What follows belongs to an exercise in optimizing a design on an open flow for small area; a production flow would make more cautious choices.
The RTL was checked by simulation tests, not by an equivalence proof against the original design.

==> inputs of yarrow <==
==> flow/design.v (excerpt) <==
module bp_top (
	input logic clk,
	input logic rst_n,
	input bp_pkg::alu_op_t i_alu_op,
	input bp_pkg::pc_t i_pc,
	input bp_pkg::pc_t i_imm,
	input logic i_resolve,
	input logic i_taken,
	output logic o_pred_taken,
	output bp_pkg::pc_t o_next_pc
);
Settings: LEC_CHECK=0, CAP_MARGIN=5, CORE_MARGIN=2, CORE_UTILIZATION=65, CTS_BUF_LIST=sky130_fd_sc_hd__clkbuf_16, CTS_CLUSTER_DIAMETER=80, CTS_CLUSTER_SIZE=30, GPL_TIMING_DRIVEN=0, PLACE_DENSITY=0.8, SETUP_SLACK_MARGIN=0.1, SLEW_MARGIN=5, SYNTH_HIERARCHICAL=1; clock period 7.0 ns.
standard.sh (not shown) runs the stock make flow with config.mk's settings and CLKGATE_MAP_FILE= SYNTH_SCRIPT=/design/flow/synth_recipe.tcl, a recipe that flattens the netlist after the stock synthesis.
==> flow/flow/run.sh <==
#!/bin/bash
# The standard ORFS layout (standard.sh), with these changes:
#  - yosys/abc buffers are removed at floorplan; repair_design re-buffers what needs it
#  - every port still gets a buffer, of the smallest buffer cell
#  - CTS uses fixed sink clusters and adds no dummy loads
#  - after global routing, gates with slack are downsized (RECOVER_POWER), then
#    flow/post_grt.tcl repairs slew, load and setup timing again
# Each tool's full output stays in orfs/logs/; make's own output goes to standard.log.
set -euo pipefail
export REMOVE_ABC_BUFFERS=1
export RECOVER_POWER=100
export POST_GLOBAL_ROUTE_TCL="$PWD/flow/post_grt.tcl"
export BUFFER_PORTS_ARGS="-buffer_cell sky130_fd_sc_hd__buf_1"
export CTS_ARGS="-sink_clustering_enable -repair_clock_nets -sink_clustering_size 30 -sink_clustering_max_diameter 80 -buf_list sky130_fd_sc_hd__clkbuf_16 -dont_use_dummy_load"
bash standard.sh > standard.log 2>&1
==> flow/flow/post_grt.tcl <==
# After power recovery has downsized gates with slack, fix any slew or load
# that the downsizing pushed over the limits, then setup timing again.
global_route -start_incremental
repair_design -slew_margin 5 -cap_margin 5 -match_cell_footprint -verbose
detailed_placement
global_route -end_incremental
estimate_parasitics -global_routing
global_route -start_incremental
repair_timing -setup -setup_margin 0.1 -match_cell_footprint -verbose
detailed_placement
global_route -end_incremental
estimate_parasitics -global_routing
==> inputs of ember, as changes to yarrow <==
--- a/flow/design.v
+++ b/flow/design.v
@@ -78,48 +78,59 @@
 	assign o_f1_idx = bp_pkg::fold_hist(32'(i_hist[7:0]), 8, 5);
 	assign o_f1_tag = bp_pkg::fold_hist(32'(i_hist[7:0]), 8, 4);
 	assign o_f2_idx = bp_pkg::fold_hist(32'(i_hist), 16, 5);
 	assign o_f2_tag = bp_pkg::fold_hist(32'(i_hist), 16, 4);
 endmodule
 `timescale 1ns/1ps
-module bp_dec5p (
-	input logic [4:0] i_a,
-	output logic [31:0] o_y
+module bp_dec6 (
+	input logic [5:0] i_a,
+	output logic [63:0] o_y
 );
 	always_comb begin
-		for (int i = 0; i < 32; i++)
-			o_y[i] = (i_a == 5'(i));
+		for (int i = 0; i < 64; i++)
+			o_y[i] = (i_a == 6'(i));
 	end
 endmodule
-module bp_aor32x4 (
-	input logic [31:0] i_sel,
+module bp_aor64 (
+	input logic [63:0] i_sel,
 	input logic [127:0] i_d,
-	output logic [3:0] o_y
+	output logic [1:0] o_y
 );
-	logic [3:0] part [4];
-	for (genvar k = 0; k < 4; k++) begin : g_part
-		bp_aor8w4 u_part (.i_sel(i_sel[8*k +: 8]), .i_d(i_d[32*k +: 32]), .o_y(part[k]));
+	logic [1:0] part [8];
+	for (genvar k = 0; k < 8; k++) begin : g_part
+		bp_aor8w2 u_part (.i_sel(i_sel[8*k +: 8]), .i_d(i_d[16*k +: 16]), .o_y(part[k]));
 	end
-	for (genvar b = 0; b < 4; b++) begin : g_bit
+	for (genvar b = 0; b < 2; b++) begin : g_bit
 		logic [1:0] l3;
-		bp_nor2 u_nor0 (.i_a(part[0][b]), .i_b(part[1][b]), .o_y(l3[0]));
-		bp_nor2 u_nor1 (.i_a(part[2][b]), .i_b(part[3][b]), .o_y(l3[1]));
+		bp_nor4 u_nor0 (.i_a(part[0][b]), .i_b(part[1][b]), .i_c(part[2][b]), .i_d(part[3][b]),
+			.o_y(l3[0]));
+		bp_nor4 u_nor1 (.i_a(part[4][b]), .i_b(part[5][b]), .i_c(part[6][b]), .i_d(part[7][b]),
+			.o_y(l3[1]));
 		bp_nand2 u_out (.i_a(l3[0]), .i_b(l3[1]), .o_y(o_y[b]));
 	end
 endmodule
-module bp_aor8w4 (
+module bp_aor8w2 (
 	input logic [7:0] i_sel,
-	input logic [31:0] i_d,
-	output logic [3:0] o_y
+	input logic [15:0] i_d,
+	output logic [1:0] o_y
 );
 	always_comb begin
 		o_y = '0;
 		for (int i = 0; i < 8; i++)
-			o_y = o_y | ({4{i_sel[i]}} & i_d[i*4 +: 4]);
+			o_y = o_y | ({2{i_sel[i]}} & i_d[i*2 +: 2]);
 	end
 endmodule
+module bp_nor4 (
+	input logic i_a,
+	input logic i_b,
+	input logic i_c,
+	input logic i_d,
+	output logic o_y
+);
+	assign o_y = ~(i_a | i_b | i_c | i_d);
+endmodule
 `timescale 1ns/1ps
 module bp_dec5 (
 	input logic [4:0] i_a,
 	input logic [4:0] i_b,
 	output logic [31:0] o_y
 );
@@ -280,22 +291,20 @@
 	bp_dec5 u_t2_dec (.i_a(i_pc[6:2]), .i_b(f2_idx), .o_y(t2_sel));
 	logic [7:0] t1_ent_n, t2_ent_n;
 	bp_aor32n u_t1_rd (.i_sel(t1_sel), .i_d(t1_flat), .o_yn(t1_ent_n));
 	bp_aor32n u_t2_rd (.i_sel(t2_sel), .i_d(t2_flat), .o_yn(t2_ent_n));
 	assign t1_ent = ~t1_ent_n;
 	assign t2_ent = ~t2_ent_n;
-	logic [31:0] base_sel;
+	logic [63:0] base_sel;
 	logic [127:0] base_flat;
-	logic [3:0] base_row;
 	always_comb begin
 		for (int i = 0; i < 64; i++)
 			base_flat[i*2 +: 2] = base_q[i];
 	end
-	bp_dec5p u_base_dec (.i_a(base_idx[5:1]), .o_y(base_sel));
-	bp_aor32x4 u_base_rd (.i_sel(base_sel), .i_d(base_flat), .o_y(base_row));
-	assign base_rd = base_idx[0] ? base_row[3:2] : base_row[1:0];
+	bp_dec6 u_base_dec (.i_a(base_idx), .o_y(base_sel));
+	bp_aor64 u_base_rd (.i_sel(base_sel), .i_d(base_flat), .o_y(base_rd));
 	assign t1_ctr = t1_ent[2:0];
 	assign t2_ctr = t2_ent[2:0];
 	assign t1_hit = t1_ent[7] && (t1_ent[6:3] == t1_tag);
 	assign t2_hit = t2_ent[7] && (t2_ent[6:3] == t2_tag);
 	logic is_branch;
 	logic prov_dir;
==> flow/flow/run.sh (replaced) <==
#!/bin/bash
# Standard ORFS layout with three changes: yosys/abc buffers are removed at floorplan
# (repair_design re-buffers what needs it), ports get the smallest buffer cell, and
# CTS adds no dummy loads. Each tool's output stays in orfs/logs; make's own output
# goes to standard.log.
set -euo pipefail
export REMOVE_ABC_BUFFERS=1
export BUFFER_PORTS_ARGS="-buffer_cell sky130_fd_sc_hd__buf_1"
export CTS_ARGS="-sink_clustering_enable -repair_clock_nets -sink_clustering_size 30 -sink_clustering_max_diameter 80 -buf_list sky130_fd_sc_hd__clkbuf_16 -dont_use_dummy_load"
bash standard.sh > standard.log 2>&1
==> flow/config.mk (replaced) <==
export PLATFORM = sky130hd
export DESIGN_NAME = bp_top
export DESIGN_NICKNAME = bp_top
export VERILOG_FILES = /design/flow/design.v
export SDC_FILE = /design/flow/constraint.sdc
export NUM_CORES = 4
export LEC_CHECK = 0
export CAP_MARGIN = 5
export CORE_MARGIN = 2
export CORE_UTILIZATION = 60
export CTS_BUF_LIST = sky130_fd_sc_hd__clkbuf_16
export CTS_CLUSTER_DIAMETER = 80
export CTS_CLUSTER_SIZE = 30
export GPL_TIMING_DRIVEN = 0
export SETUP_SLACK_MARGIN = 0.05
export SLEW_MARGIN = 5
export SYNTH_HIERARCHICAL = 1
removed: flow/flow/post_grt.tcl
==> inputs of maple, as changes to yarrow <==
==> flow/flow/post_grt.tcl (replaced) <==
# After power recovery has downsized gates with slack, fix any slew or load
# that the downsizing pushed over the limits, then setup timing again.
global_route -start_incremental
repair_design -slew_margin 5 -cap_margin 5 -match_cell_footprint -verbose
detailed_placement
global_route -end_incremental
estimate_parasitics -global_routing
global_route -start_incremental
repair_timing -setup -setup_margin 0.05 -match_cell_footprint -verbose
detailed_placement
global_route -end_incremental
estimate_parasitics -global_routing
--- a/flow/config.mk
+++ b/flow/config.mk
@@ -9,10 +9,9 @@
 export CORE_MARGIN = 2
 export CORE_UTILIZATION = 65
 export CTS_BUF_LIST = sky130_fd_sc_hd__clkbuf_16
 export CTS_CLUSTER_DIAMETER = 80
 export CTS_CLUSTER_SIZE = 30
 export GPL_TIMING_DRIVEN = 0
-export PLACE_DENSITY = 0.8
-export SETUP_SLACK_MARGIN = 0.1
+export SETUP_SLACK_MARGIN = 0.05
 export SLEW_MARGIN = 5
 export SYNTH_HIERARCHICAL = 1
==> run notes <==
| quantity | maple | yarrow | ember |
|---|---|---|---|
| Result of the run | timing/DRC/antenna clean | timing/DRC/antenna clean | timing/DRC/antenna clean |
| Clock buffer instance count of the final layout | 34 | 29 | 34 |
| Met2 global-route usage | 0.507 | 0.493 | 0.459 |
| Fraction of area in clock buffers and inverters | 0.0270 | 0.0231 | 0.0266 |
| Share of the yosys chip area belonging to registers | 0.671 | 0.671 | 0.666 |
| Worst min-delay path endpoint | t2_v_q[10] | t1_v_q[8] | t2_v_q[19] |
| Cell area after placement | 0.0305 mm^2 | 0.0304 mm^2 | 0.0307 mm^2 |
| Worst Setup EP | o_next_pc[31] | o_next_pc[31] | o_next_pc[24] |
| Die height | 216 um | 216 um | 225 um |
| Routed length on met1 | 30.2 mm | 27.1 mm | 31.6 mm |
| FILL cells | 2987 | 2922 | 3620 |
| Proportion of layout cells with a drive suffix above 1 | 0.108 | 0.106 | 0.112 |
| Number of global-route vias before repair | 19081 | 19304 | 19135 |
| Count of mapped cells out of synthesis | 2201 | 2201 | 2244 |

port drivers added, routing unchanged:
The results above use ideal ports. As a check the final layouts listed here were re-extracted and re-timed, cells and wires unchanged.
Step 1 (the two cells are an assumption about what drives the block):
set clk [get_ports {clk}]
set_driving_cell -lib_cell sky130_fd_sc_hd__clkbuf_16 $clk
set_driving_cell -lib_cell sky130_fd_sc_hd__buf_2 [delete_from_list [all_inputs] $clk]
Step 2 adds t to the input delays and takes it off the output delays; t is the mean of the earliest and latest rising clock arrival at the registers after step 1. Input paths then give back, and output paths get back, about the clock's delay inside the block.
Three values: ideal ports, drivers, drivers and shift; two values: the first two.
| run | t (ns) | slack for setup (ns) | worst hold slack (ns) | slew at the worst register clock pin (ns) | cell pins on the clock port's net |
|---|---|---|---|---|---|
| yarrow | 0.640 | 0.164 / 0.088 / 0.088 | 0.470 / 0.470 / 0.470 | 0.11 / 0.11 | 1 |
| ember | 0.608 | 0.200 / 0.178 / 0.178 | 0.471 / 0.471 / 0.471 | 0.11 / 0.11 | 1 |
| maple | 0.615 | 0.198 / 0.172 / 0.172 | 0.472 / 0.472 / 0.472 | 0.11 / 0.11 | 1 |
After both steps setup and hold are still met in every run listed. For yarrow, which loses most, drivers alone change the setup slack by -0.076 ns; drivers and shift together by -0.076 ns.
